Background: an optimization exercise with open tools, aiming at a short achievable clock period and few clock cycles per item. Do not read the settings as production practice.
The RTL was checked by simulation tests, not by an equivalence proof against the original design.
No activity file was given, so power comes from the tool's default toggle rates.

## cabac_binary_arithmetic_encoder_core
module cabac_binary_arithmetic_encoder_core (
	input  wire         clk,
	input  wire         arst_n,
	input  wire         s_tvalid,
	output wire         s_tready,
	input  wire  [23:0] s_tdata,    
	input  wire  [2:0]  s_tuser,    
	output wire         m_tvalid,
	input  wire         m_tready,
	output wire  [31:0] m_tdata,    
	output wire  [0:0]  m_tuser,    
	output wire         m_tlast,
	input  wire         cfg_valid,
	output wire         cfg_ready,
	input  wire  [5:0]  cfg_data
);
For scale: about 7500 cells after synthesis, about 3200 flip-flops, roughly 75 I/O pins, about 130000 sq um of cells after synthesis.
Settings: LEC_CHECK=0, ABC_CLOCK_PERIOD_IN_PS=10000, CAP_MARGIN=20, CORE_MARGIN=2, CORE_UTILIZATION=55, SLEW_MARGIN=20; clock period 20.0 ns.
standard.sh (not shown) runs the stock make flow with config.mk's settings and CLKGATE_MAP_FILE= SYNTH_SCRIPT=/design/flow/synth_recipe.tcl, a recipe that flattens the netlist after the stock synthesis.
==> flow/flow/run.sh <==
#!/bin/bash
# The standard layout (the standard.sh: ORFS synthesis to final layout,
# the design's SDC and clock period unchanged), with three changes to how the
# layout is optimized:
#  - port buffers are buf_4 cells (repair may resize them) instead of the
#    smallest buffer buffer_ports would pick;
#  - the ORFS repair_timing steps aim for 15 ns of setup slack on the 20 ns
#    clock, so they size and buffer the design's real critical paths;
#  - CTS clusters up to 25 sinks within 100 um per leaf buffer.
set -euo pipefail
export BUFFER_PORTS_ARGS="-buffer_cell sky130_fd_sc_hd__buf_4"
export SETUP_SLACK_MARGIN=15
export SKIP_GATE_CLONING=1
export CTS_ARGS="-sink_clustering_enable -repair_clock_nets -sink_clustering_size 25 -sink_clustering_max_diameter 100"
bash standard.sh > standard.log 2>&1
Testbench counts at the start, summed over its fixed seeds: cycles 24,948, items 24,844.
Edit:
--- a/flow/config.mk
+++ b/flow/config.mk
@@ -10,3 +10,3 @@
 export CORE_MARGIN = 2
-export CORE_UTILIZATION = 55
+export CORE_UTILIZATION = 45
 export SLEW_MARGIN = 20
=>
- The new run ran to the end with no violations
- global-route usage shrinks by 4.8 points
- final cell count went up by a little under a tenth
- power rose slightly
Edit:
--- a/flow/flow/run.sh
+++ b/flow/flow/run.sh
@@ -8,3 +8,3 @@
 #    clock, so they size and buffer the design's real critical paths;
-#  - CTS clusters up to 25 sinks within 100 um per leaf buffer.
+#  - CTS clusters up to 20 sinks within 60 um per leaf buffer.
 set -euo pipefail
@@ -13,3 +13,3 @@
 export SKIP_GATE_CLONING=1
-export CTS_ARGS="-sink_clustering_enable -repair_clock_nets -sink_clustering_size 25 -sink_clustering_max_diameter 100"
+export CTS_ARGS="-sink_clustering_enable -repair_clock_nets -sink_clustering_size 20 -sink_clustering_max_diameter 60"
 bash standard.sh > standard.log 2>&1
--- a/flow/config.mk
+++ b/flow/config.mk
@@ -10,3 +10,3 @@
 export CORE_MARGIN = 2
-export CORE_UTILIZATION = 45
+export CORE_UTILIZATION = 65
 export SLEW_MARGIN = 20
Outcome: Die area drops by 31%; power climbs by 2.6%; via count climbs by 1.3%; final cell count drops by 10%; routed wire length drops by 5.3%.
Edit:
--- a/flow/flow/run.sh
+++ b/flow/flow/run.sh
@@ -8,3 +8,3 @@
 #    clock, so they size and buffer the design's real critical paths;
-#  - CTS clusters up to 20 sinks within 60 um per leaf buffer.
+#  - CTS clusters up to 25 sinks within 100 um per leaf buffer.
 set -euo pipefail
@@ -13,3 +13,3 @@
 export SKIP_GATE_CLONING=1
-export CTS_ARGS="-sink_clustering_enable -repair_clock_nets -sink_clustering_size 20 -sink_clustering_max_diameter 60"
+export CTS_ARGS="-sink_clustering_enable -repair_clock_nets -sink_clustering_size 25 -sink_clustering_max_diameter 100"
 bash standard.sh > standard.log 2>&1
What happened:
- sequential power barely changes
- via count goes down by about 0.7%
- wire length goes down by 0.67%
- critical path depth stays the same
- register-to-register slack hardly moves
- design area goes down by 1.4%
- final cell count goes down by 1.0%
- combinational power is about the same
- fmax goes down by about 0.3%
- power goes down by about 4%
- non-clock buffer count goes down by 1

## re-timing with driven ports
The results above use ideal ports. As a check the final layouts listed here were re-extracted and re-timed, cells and wires unchanged. Step 1 sets driving cells, clkbuf_16 on the clock port and buf_2 on the other inputs (assumed; they add their load-dependent delay and slew). Step 2 adds t to the input delays and takes it off the output delays; t is the mean of the earliest and latest rising clock arrival at the registers after step 1. Input paths then give back, and output paths get back, about the clock's delay inside the block. Three values: ideal, step 1, step 2; two values: the first two.
run | t (ns) | setup slack, ns | worst setup path after step 2
the first run | 0.910 | 14.610 / 14.517 / 14.287 | input to register
the second run | 0.953 | 14.525 / 14.429 / 14.153 | input to register
the third run | 0.941 | 14.568 / 14.476 / 14.155 | input to register
the fourth run | 0.928 | 14.552 / 14.461 / 14.325 | input to register
After both steps every run listed still meets setup and hold. The setup slack of the third run, which loses most, moves by -0.092 ns with the drivers and by -0.413 ns with both steps.
